From an optimization exercise on the open Yosys and OpenROAD flow, aimed at small area, a short achievable clock period and few clock cycles per item; shortcuts taken in it are not production practice. RTL that was checked went through simulation tests only; none was proved equivalent to the original. Power is estimated from default activity; no workload was simulated.

## softmax_top
module softmax_top (
  input  logic        clk,
  input  logic        rst_n,
  input  logic [15:0] fifo_data,
  input  logic        fifo_empty,
  output logic        rd_en,
  output logic [15:0] tx_data,
  output logic        tx_empty,
  input  logic        tx_fifo_en,
  input  logic [1:0]  control
);
  logic run;
  assign run = (control != 2'd0);
  logic [255:0] rx;         
  logic [95:0]  rf0, rf1;   
  logic [3:0]   ph, ph1;    
  logic [3:0]   wp;         
  logic [3:0]   rp;         
  logic [3:0]   opm;        
  logic         at_wp, at_rp, at_op;
  logic [3:0]   cnt;        
  logic [4:0]   rem;        
  logic         cpar;       
  logic [3:0]   lcnt;       
  logic         opar;       
  logic [5:0]   diff;       
  logic         empty_r;    
  logic         xfree_r;    
  logic         in_ok, take, cons, load, complete;
  logic [5:0]   cls_pair;
  assign ph1 = ph + 4'd1;
  always_ff @(posedge clk) begin
    rx  <= {take ? fifo_data : rx[15:0], rx[255:16]};
    rf0 <= {(cons & ~cpar) ? cls_pair : rf0[5:0], rf0[95:6]};
    rf1 <= {(cons &  cpar) ? cls_pair : rf1[5:0], rf1[95:6]};
    ph  <= ph1;
  end
  logic signed [7:0] mrun, mcur;
  logic signed [7:0] in_lo, in_hi;
  logic hi_gt_lo, r_gt_lo, r_gt_hi;
  logic signed [7:0] in_mx, in_mx3;
  assign in_lo    = fifo_data[7:0];
  assign in_hi    = fifo_data[15:8];
  assign hi_gt_lo = (in_hi > in_lo);
  assign r_gt_lo  = (mrun > in_lo);
  assign r_gt_hi  = (mrun > in_hi);
  assign in_mx    = hi_gt_lo ? in_hi : in_lo;
  assign in_mx3   = hi_gt_lo ? (r_gt_hi ? mrun : in_hi) : (r_gt_lo ? mrun : in_lo);
  always_ff @(posedge clk) begin
    if (take) begin
      mrun <= (cnt == 4'd0) ? in_mx : in_mx3;
      if (cnt == 4'd15) mcur <= in_mx3;
    end
  end
  logic [7:0] d_h0, d_h1;
  assign d_h0 = mcur - rx[7:0];
  assign d_h1 = mcur - rx[15:8];
  function automatic logic [2:0] cls_of(input logic [7:0] d);
    cls_of = (d < 8'd6) ? d[2:0] : 3'd6;
  endfunction
  ...
Size in the first run: ~1,800 cells after synthesis, about 670 flip-flops, ~40 I/O pins, roughly 23,000 sq um of cells after synthesis.
==> flow/config.mk <==
export PLATFORM = sky130hd
export DESIGN_NAME = softmax_top
export DESIGN_NICKNAME = softmax_top
export VERILOG_FILES = /design/flow/design.v
export SDC_FILE = /design/flow/constraint.sdc
export NUM_CORES = 4
export LEC_CHECK = 0
export CAP_MARGIN = 20
export CORE_MARGIN = 2
export CORE_UTILIZATION = 40
export CTS_BUF_LIST = sky130_fd_sc_hd__clkbuf_16
export CTS_CLUSTER_DIAMETER = 100
export CTS_CLUSTER_SIZE = 24
export SETUP_SLACK_MARGIN = 5.0
export SLEW_MARGIN = 20
==> flow/constraint.sdc <==
create_clock -name core_clock -period 10.0 [get_ports {clk}]
set_input_delay 2.0000 -clock core_clock [delete_from_list [all_inputs] [get_ports {clk}]]
set_output_delay 2.0000 -clock core_clock [all_outputs]
set_load 0.01 [all_outputs]
run.sh (not shown) runs the stock make flow with config.mk's settings and CLKGATE_MAP_FILE= SYNTH_SCRIPT=/design/flow/synth_recipe.tcl, a recipe that flattens the netlist after the stock synthesis.
Rerun with:
==> flow/flow/run.sh (new file) <==
#!/bin/bash
set -uo pipefail
sed -e 's/SETUP_SLACK_MARGIN=[0-9.]*/SETUP_SLACK_MARGIN=6.0 BUFFER_PORTS_ARGS="-buffer_cell sky130_fd_sc_hd__buf_4"/' standard.sh > standard_tuned.sh
bash standard_tuned.sh > make_flow.log 2>&1
status=$?
echo "standard flow exit $status"
exit $status
==> flow/standard.sh (new file) <==
#!/bin/bash
# synth_recipe.tcl (not shown) runs the flow's synth.tcl, then flattens the netlist and writes it again
# the make line also repeats each setting of config.mk as NAME=value (left out here)
make -C /OpenROAD-flow-scripts/flow DESIGN_CONFIG=/design/flow/config.mk WORK_HOME=/design/flow/orfs CLKGATE_MAP_FILE= SYNTH_SCRIPT=/design/flow/synth_recipe.tcl "${@:-finish}"
Settings changed: CORE_UTILIZATION 40 to 65, CTS_CLUSTER_SIZE 24 to 28.
removed: flow/run.sh
Routed wire length went down by 2.5%.
Final area shrinks by 0.85%.
Maximum frequency rose by 3.2%.
First-iteration DRC count decreases by 18%.
Combinational power grows by about 8%.
Register-to-register slack gains 0.77 ns.
Die area falls by 38%.
Via count stays flat.
Clock skew falls by 0.0042 ns.
Power decreases by 2.6%.
Non-clock buffer count came out higher by 5.
Function was not checked in any run of this note: the RTL went through the layout flow alone.


Another version of the RTL of softmax_top (not shown whole).
Size: ~1900 cells after synthesis, ~680 flip-flops, roughly 40 I/O pins, ~22000 sq um of cells after synthesis.
Settings: LEC_CHECK=0, CAP_MARGIN=20, CORE_MARGIN=2, CORE_UTILIZATION=65, CTS_BUF_LIST=sky130_fd_sc_hd__clkbuf_16, CTS_CLUSTER_DIAMETER=100, CTS_CLUSTER_SIZE=28, SETUP_SLACK_MARGIN=5.0, SLEW_MARGIN=20; clock period 10.0 ns.
standard.sh (not shown) runs the stock make flow with config.mk's settings and CLKGATE_MAP_FILE= SYNTH_SCRIPT=/design/flow/synth_recipe.tcl, a recipe that flattens the netlist after the stock synthesis.
==> flow/flow/run.sh <==
#!/bin/bash
set -uo pipefail
sed -e 's/SETUP_SLACK_MARGIN=[0-9.]*/SETUP_SLACK_MARGIN=5.5 BUFFER_PORTS_ARGS="-buffer_cell sky130_fd_sc_hd__buf_4"/' standard.sh > standard_tuned.sh
bash standard_tuned.sh > make_flow.log 2>&1
status=$?
echo "standard flow exit $status"
exit $status
The first run finished with timing, DRC and antenna clean.
Testbench counts at the start, summed over its fixed seeds: cycles 3,456, items 192.
Change:
==> flow/flow/run.sh (replaced) <==
#!/bin/bash
# The standard layout (standard.sh), changed only in how hard and where the
# layout is optimised, not in the constraints it is signed off at:
#  - port buffers are sky130_fd_sc_hd__buf_4 instead of the delay cell buffer_ports picks
#    (every port still gets its own buffer),
#  - the pin placer keeps all pins on one edge (-exclude left:* -exclude right:* -exclude bottom:*), so the
#    bypass paths between input and output pins stay short.
# The full make output goes to make_flow.log; ORFS keeps each step's log
# under orfs/logs.
set -uo pipefail
sed -e 's/SETUP_SLACK_MARGIN=[0-9.]*/SETUP_SLACK_MARGIN=6.0 BUFFER_PORTS_ARGS="-buffer_cell sky130_fd_sc_hd__buf_4" PLACE_PINS_ARGS="-exclude left:* -exclude right:* -exclude bottom:*"/' standard.sh > standard_tuned.sh
bash standard_tuned.sh > make_flow.log 2>&1
status=$?
echo "standard flow exit $status"
exit $status
Outcome: Total power grows slightly; via count grows slightly; count of clock-buffer cells in the layout does not change; non-clock buffer count grows by 11; clock skew hardly moves; wire length grows slightly; design area grows slightly.


Another version of the RTL of softmax_top (not shown whole).
Size: ~680 flip-flops, roughly 40 I/O pins, about 22000 µm² of cells after synthesis.
Design softmax_top, start of the top module:
module softmax_top (
  input  logic        clk,
  input  logic        rst_n,
  input  logic [15:0] fifo_data,
  input  logic        fifo_empty,
  output logic        rd_en,
  output logic [15:0] tx_data,
  output logic        tx_empty,
  input  logic        tx_fifo_en,
  input  logic [1:0]  control
);
Settings: LEC_CHECK=0, CAP_MARGIN=20, CORE_MARGIN=2, CORE_UTILIZATION=65, CTS_BUF_LIST=sky130_fd_sc_hd__clkbuf_16, CTS_CLUSTER_DIAMETER=100, CTS_CLUSTER_SIZE=28, SETUP_SLACK_MARGIN=5.0, SLEW_MARGIN=20; clock period 10.0 ns.
run.sh (not shown) runs the stock make flow with config.mk's settings and CLKGATE_MAP_FILE= SYNTH_SCRIPT=/design/flow/synth_recipe.tcl, a recipe that flattens the netlist after the stock synthesis.
Stock flow here: none of the scripts above is used.
Testbench counts at the start, summed over its fixed seeds: cycles 3,440, items 192.
Edit:
==> flow/flow/run.sh (new file) <==
#!/bin/bash
# The standard layout (standard.sh), changed only in how hard and where the
# layout is optimised, not in the constraints it is signed off at:
#  - port buffers are sky130_fd_sc_hd__buf_4 instead of the delay cell buffer_ports picks
#    (every port still gets its own buffer),
#  - the pin placer keeps all pins on one edge (-exclude left:* -exclude right:* -exclude bottom:*), so the
#    bypass paths between input and output pins stay short.
# The full make output goes to make_flow.log; ORFS keeps each step's log
# under orfs/logs.
set -uo pipefail
sed -e 's/SETUP_SLACK_MARGIN=[0-9.]*/SETUP_SLACK_MARGIN=6.0 BUFFER_PORTS_ARGS="-buffer_cell sky130_fd_sc_hd__buf_4" PLACE_PINS_ARGS="-exclude left:* -exclude right:* -exclude bottom:*"/' standard.sh > standard_tuned.sh
bash standard_tuned.sh > make_flow.log 2>&1
status=$?
echo "standard flow exit $status"
exit $status
==> flow/standard.sh (new file) <==
#!/bin/bash
# synth_recipe.tcl (not shown) runs the flow's synth.tcl, then flattens the netlist and writes it again
# the make line also repeats each setting of config.mk as NAME=value (left out here)
make -C /OpenROAD-flow-scripts/flow DESIGN_CONFIG=/design/flow/config.mk WORK_HOME=/design/flow/orfs CLKGATE_MAP_FILE= SYNTH_SCRIPT=/design/flow/synth_recipe.tcl "${@:-finish}"
Settings changed: CORE_UTILIZATION 65 to 75.
removed: flow/run.sh
What happened: Hold slack stays flat; wire length rises by roughly a tenth; global-route usage climbs by 6.8 points; setup slack gets better by 230 ps; non-clock buffer count is unchanged; fmax came out higher by a few percent; sequential share of layout area decreases by 0.32 points; core utilization goes up by 12 points; die area shrinks by roughly a tenth; final area is higher slightly.


the baseline:
The RTL this note starts from:
==> flow/design.v <==
package softmax_pkg;
  typedef logic [15:0] stream_word_t;
  typedef logic signed [15:0] lane_t;
  typedef logic [16*32-1:0] vec_t;
  typedef logic [17:0] sum_t;
  typedef logic [8-1:0] prob_t;
  typedef enum logic [1:0] {
    MODE_BYPASS  = 2'd0,
    MODE_SOFTMAX = 2'd1
  } mode_t;
endpackage
`timescale 1ns/1ps
module softmax_top (
  input  logic        clk,
  input  logic        rst_n,
  input  logic [15:0] fifo_data,
  input  logic        fifo_empty,
  output logic        rd_en,
  output logic [15:0] tx_data,
  output logic        tx_empty,
  input  logic        tx_fifo_en,
  input  logic [1:0]  control
);
  localparam logic [3:0] LPOS = 4'd1;   
  logic run;
  assign run = (control != 2'd0);
  logic [255:0] rx;         
  logic [95:0]  rf0, rf1;   
  logic [3:0]   ph;
  logic [3:0]   wp;         
  logic [3:0]   cnt;        
  logic [3:0]   rp;         
  logic [4:0]   rem;        
  logic         cpar;       
  logic [3:0]   op;         
  logic [3:0]   lcnt;       
  logic         opar;       
  logic [5:0]   diff;       
  logic         empty;
  logic         in_ok, take, cons, cons_ok, load;
  logic [5:0]   cls_pair;
  assign empty = (cnt == 4'd0) & (rem == 5'd0) & (diff == 6'd0);
  assign in_ok = empty |
                 ((ph == wp) & (((5'(cnt) + rem) < 5'd16) | (cons_ok & (rp == wp))));
  assign take  = run & ~fifo_empty & in_ok;
  assign cons  = cons_ok;
  always_ff @(posedge clk) begin
    rx  <= {take ? fifo_data : rx[15:0], rx[255:16]};
    rf0 <= {(cons & ~cpar) ? cls_pair : rf0[5:0], rf0[95:6]};
    rf1 <= {(cons &  cpar) ? cls_pair : rf1[5:0], rf1[95:6]};
  end
  logic signed [7:0] mrun, mcur;
  logic signed [7:0] in_lo, in_hi;
  logic hi_gt_lo, r_gt_lo, r_gt_hi;
  logic signed [7:0] in_mx, in_mx3;
  assign in_lo    = fifo_data[7:0];
  assign in_hi    = fifo_data[15:8];
  assign hi_gt_lo = (in_hi > in_lo);
  assign r_gt_lo  = (mrun > in_lo);
  assign r_gt_hi  = (mrun > in_hi);
  assign in_mx    = hi_gt_lo ? in_hi : in_lo;
  assign in_mx3   = hi_gt_lo ? (r_gt_hi ? mrun : in_hi) : (r_gt_lo ? mrun : in_lo);
  always_ff @(posedge clk) begin
    if (take) begin
      mrun <= (cnt == 4'd0) ? in_mx : in_mx3;
      if (cnt == 4'd15) mcur <= in_mx3;
    end
  end
  logic [7:0] d_h0, d_h1;
  assign d_h0 = mcur - rx[7:0];
  assign d_h1 = mcur - rx[15:8];
  function automatic logic [2:0] cls_of(input logic [7:0] d);
    cls_of = (d < 8'd6) ? d[2:0] : 3'd6;
  endfunction
  function automatic logic [3:0] sat_of(input logic [7:0] d);
    sat_of = (d[7:4] != 4'd0) ? 4'd15 : d[3:0];
  endfunction
  function automatic logic [12:0] exp_of(input logic [3:0] d);
    exp_of = (d == 4'd0) ? 13'd4096 :
             (d == 4'd1) ? 13'd1507 :
             (d == 4'd2) ? 13'd554  :
             (d == 4'd3) ? 13'd204  :
             (d == 4'd4) ? 13'd75   :
             (d == 4'd5) ? 13'd28   :
             (d == 4'd6) ? 13'd10   :
             (d == 4'd7) ? 13'd4    :
             (d == 4'd8) ? 13'd1    :
             (d == 4'd9) ? 13'd1    : 13'd0;   
  endfunction
  assign cls_pair = {cls_of(d_h1), cls_of(d_h0)};
  logic [7:0]  dq;
  logic        s1_valid, s1_first, s1_last;
  logic [17:0] acc, acc_next, sdiv;
  logic        spend;     
  logic        dbusy;
  logic [3:0]  k;
  always_ff @(posedge clk) begin
    dq <= {sat_of(d_h1), sat_of(d_h0)};
  end
  assign acc_next = (s1_first ? 18'd0 : acc)
                  + 18'(exp_of(dq[3:0])) + 18'(exp_of(dq[7:4]));
  logic start;
  assign start = ~dbusy & (spend | (s1_valid & s1_last));
  always_ff @(posedge clk) begin
    if (s1_valid) acc <= acc_next;
    if (start)    sdiv <= spend ? acc : acc_next;
  end
  assign cons_ok = (rem != 5'd0) & (ph == rp) & (diff != 6'd32) &
                   ((rem != 5'd16) | ~(spend | (s1_valid & s1_last & dbusy)));
  always_ff @(posedge clk or negedge rst_n) begin
    if (!rst_n) begin
      wp       <= '0;
      cnt      <= '0;
      rp       <= '0;
      rem      <= '0;
      cpar     <= 1'b0;
      s1_valid <= 1'b0;
      s1_first <= 1'b0;
      s1_last  <= 1'b0;
      spend    <= 1'b0;
    end else begin
      if (take) begin
        wp  <= ph + 4'd1;
        cnt <= cnt + 4'd1;
      end
      if (take && cnt == 4'd15) begin
        rem <= 5'd16;
        rp  <= ph + 4'd1;
      end else if (cons) begin
        rem <= rem - 5'd1;
        rp  <= rp + 4'd1;
      end
      if (cons && rem == 5'd1) cpar <= ~cpar;
      s1_valid <= cons;
      s1_first <= (rem == 5'd16);
      s1_last  <= (rem == 5'd1);
      if (start)                      spend <= 1'b0;
      else if (s1_valid && s1_last)   spend <= 1'b1;
    end
  end
  logic [16:0] ra, rb;
  logic [14:0] qa, qb;
  logic [14:0] qa_n, qb_n;
  logic [16:0] ta, tb;
  logic [17:0] t2a, t2b;
  logic [18:0] sba, sbb;    
  logic        gea, geb;
  logic        ptab_free, xfer;
  always_comb begin
    case (k)
      4'd0:    ta = 17'd2048;    
      4'd9:    ta = 17'd2216;    
      default: ta = ra;
    endcase
    case (k)
      4'd0:    tb = 17'd3014;    
      4'd7:    tb = 17'd3264;    
      4'd11:   tb = 17'd2400;    
      4'd14:   tb = 17'd3584;    
      default: tb = rb;
    endcase
    t2a = {ta, 1'b0};
    t2b = {tb, 1'b0};
    sba = {1'b0, t2a} - {1'b0, sdiv};
    sbb = {1'b0, t2b} - {1'b0, sdiv};
    gea = ~sba[18];
    geb = ~sbb[18];
  end
  assign qa_n = {qa[13:0], gea};
  assign qb_n = {qb[13:0], geb};
  always_ff @(posedge clk) begin
    ra <= gea ? sba[16:0] : t2a[16:0];
    rb <= geb ? sbb[16:0] : t2b[16:0];
    qa <= qa_n;
    qb <= qb_n;
  end
  assign xfer = dbusy & (k == 4'd14) & ptab_free;
  always_ff @(posedge clk or negedge rst_n) begin
    if (!rst_n) begin
      dbusy <= 1'b0;
      k     <= '0;
    end else begin
      if (start) begin
        dbusy <= 1'b1;
        k     <= '0;
      end else if (dbusy) begin
        if (k == 4'd14) begin
          k <= '0;                      
          if (ptab_free) dbusy <= 1'b0;
        end else begin
          k <= k + 4'd1;
        end
      end
    end
  end
  logic [7:0] p0;
  logic [6:0] p1;
  logic [5:0] p2;
  logic [3:0] p3;
  logic [2:0] p4;
  logic       p5;
  logic       pvalid;
  logic       pop;
  logic [3:0] ocnt;
  logic       av;
  logic [5:0] ad;
  assign pop       = run & tx_fifo_en & av & pvalid;
  assign ptab_free = ~pvalid | (pop & (ocnt == 4'd15));
  always_ff @(posedge clk) begin
    if (xfer) begin
      p0 <= qa_n[14] ? 8'd255 : qa_n[13:6];
      p2 <= qa_n[5:0];
      p1 <= qb_n[14:8];
      p3 <= qb_n[7:4];
      p4 <= qb_n[3:1];
      p5 <= qb_n[0];
    end
  end
  logic [5:0] lpos_pair;
  assign lpos_pair = opar ? rf1[6*LPOS +: 6] : rf0[6*LPOS +: 6];
  assign load = (~av | pop) & (diff != 6'd0) & ((ph + LPOS) == op);
  always_ff @(posedge clk) begin
    if (load) ad <= lpos_pair;
  end
  always_ff @(posedge clk or negedge rst_n) begin
    if (!rst_n) begin
      pvalid <= 1'b0;
      ocnt   <= '0;
      av     <= 1'b0;
      op     <= '0;
      lcnt   <= '0;
      opar   <= 1'b0;
      diff   <= '0;
    end else begin
      if (pop) ocnt <= ocnt + 4'd1;
      if (xfer) pvalid <= 1'b1;
      else if (pop && ocnt == 4'd15) pvalid <= 1'b0;
      av <= load | (av & ~pop);
      if (take && empty) op <= ph;
      else if (load)     op <= op + 4'd1;
      if (load) begin
        lcnt <= lcnt + 4'd1;
        if (lcnt == 4'd15) opar <= ~opar;
      end
      diff <= diff + 6'(cons) - 6'(load);
    end
  end
  always_ff @(posedge clk or negedge rst_n) begin
    if (!rst_n) ph <= '0;
    else        ph <= ph + 4'd1;
  end
  function automatic logic [7:0] prob_of(input logic [2:0] c,
                                         input logic [7:0] q0, input logic [6:0] q1,
                                         input logic [5:0] q2, input logic [3:0] q3,
                                         input logic [2:0] q4, input logic q5);
    logic [7:0] r;
    case (c)
      3'd0:    r = q0;
      3'd1:    r = {1'b0, q1};
      3'd2:    r = {2'b0, q2};
      3'd3:    r = {4'b0, q3};
      3'd4:    r = {5'b0, q4};
      3'd5:    r = {7'b0, q5};
      default: r = 8'd0;
    endcase
    prob_of = r;
  endfunction
  logic [15:0] core_data;
  assign core_data = {prob_of(ad[5:3], p0, p1, p2, p3, p4, p5),
                      prob_of(ad[2:0], p0, p1, p2, p3, p4, p5)};
  assign rd_en    = run ? in_ok : tx_fifo_en;
  assign tx_data  = run ? core_data : fifo_data;
  assign tx_empty = run ? ~(av & pvalid) : fifo_empty;
endmodule
clock: 10.0 ns
lec_check: 0
abc_area: 1
cap_margin: 20
core_margin: 2
core_utilization: 40
cts_buf_list: sky130_fd_sc_hd__clkbuf_16
cts_cluster_diameter: 100
cts_cluster_size: 24
setup_slack_margin: 5.0
slew_margin: 20
Stock flow here: none of the scripts above is used.
Testbench counts of the baseline, summed over its fixed seeds: cycles 3,456, items 192.
Input-level comparison between the candidate and the baseline:
==> flow/flow/run.sh (new file) <==
#!/bin/bash
set -uo pipefail
sed -e 's/SETUP_SLACK_MARGIN=[0-9.]*/SETUP_SLACK_MARGIN=6.0/' standard.sh > standard_margin.sh
bash standard_margin.sh > make_flow.log 2>&1
status=$?
echo "standard flow exit $status"
exit $status
==> flow/standard.sh (new file) <==
#!/bin/bash
# synth_recipe.tcl (not shown) runs the flow's synth.tcl, then flattens the netlist and writes it again
# the make line also repeats each setting of config.mk as NAME=value (left out here)
make -C /OpenROAD-flow-scripts/flow DESIGN_CONFIG=/design/flow/config.mk WORK_HOME=/design/flow/orfs CLKGATE_MAP_FILE= SYNTH_SCRIPT=/design/flow/synth_recipe.tcl "${@:-finish}"
--- a/flow/config.mk
+++ b/flow/config.mk
@@ -7,3 +7,2 @@
 export LEC_CHECK = 0
-export ABC_AREA = 1
 export CAP_MARGIN = 20
removed: flow/run.sh
### Flow results
- The candidate reached the final stage; the timing, DRC and antenna checks on its layout passed.
- The baseline → the candidate: non-clock buffer count climbed 6; total power of the final layout dropped 20%.
- Looking at power spent charging and discharging nets across both flows, the candidate is the stronger of the two, with the baseline trailing.
- Share of cell area taken by flip-flops and latches, the candidate and the baseline: higher on the candidate
- Compared with the baseline, in the candidate power per unit of standard cell area now smaller, summed area of non-filler cells in the final layout now smaller.
- In the metrics for the candidate and the baseline, the one carrying the lower simple-gate share of the synthesized area is the candidate.
- Global placement routability congestion, the candidate vs the baseline: down by a few percent
- For the slew of the pin with the lowest slew margin, the candidate came in 120 ps lower than the baseline did.

re-timing with driven ports:
The results above use ideal ports. As a check the final layouts listed here were re-extracted and re-timed, cells and wires unchanged. Step 1: set_driving_cell puts a clkbuf_16 on clk and a buf_2 on each other input, an assumption about the parent block. Step 2 moves the port delays by t, midway between the first and last clock arrival at a register: inputs arrive t later, outputs are due t later. That takes back most of the time a late clock gives input paths. a / b / c = ideal ports / drivers / drivers and shift; a / b = the first two.
run | shift t [ns] | setup WS [ns] | clock arrival spread, ns | pins driven straight from the clock port
the first run of note 1 | 0.619 | 4.952 / 4.903 / 4.625 | 0.037 / 0.037 | 1
the second run of note 1 | 0.649 | 5.109 / 5.041 / 5.038 | 0.029 / 0.029 | 1
the first run of note 2 | 0.654 | 5.099 / 5.050 / 4.962 | 0.027 / 0.026 | 1
the second run of note 2 | 0.657 | 5.286 / 5.187 / 5.079 | 0.023 / 0.023 | 1
the first run of note 3 | 0.657 | 5.030 / 4.997 / 4.604 | 0.026 / 0.025 | 1
the second run of note 3 | 0.643 | 5.262 / 5.208 / 5.150 | 0.036 / 0.036 | 1
the baseline | 0.611 | 4.986 / 4.953 / 4.930 | 0.040 / 0.040 | 1
the candidate | 0.665 | 5.078 / 5.025 / 5.025 | 0.031 / 0.031 | 1
After both steps setup and hold are still met in every run listed. For the first run of note 3, which loses most, drivers alone change the setup slack by -0.033 ns; drivers and shift together by -0.426 ns.
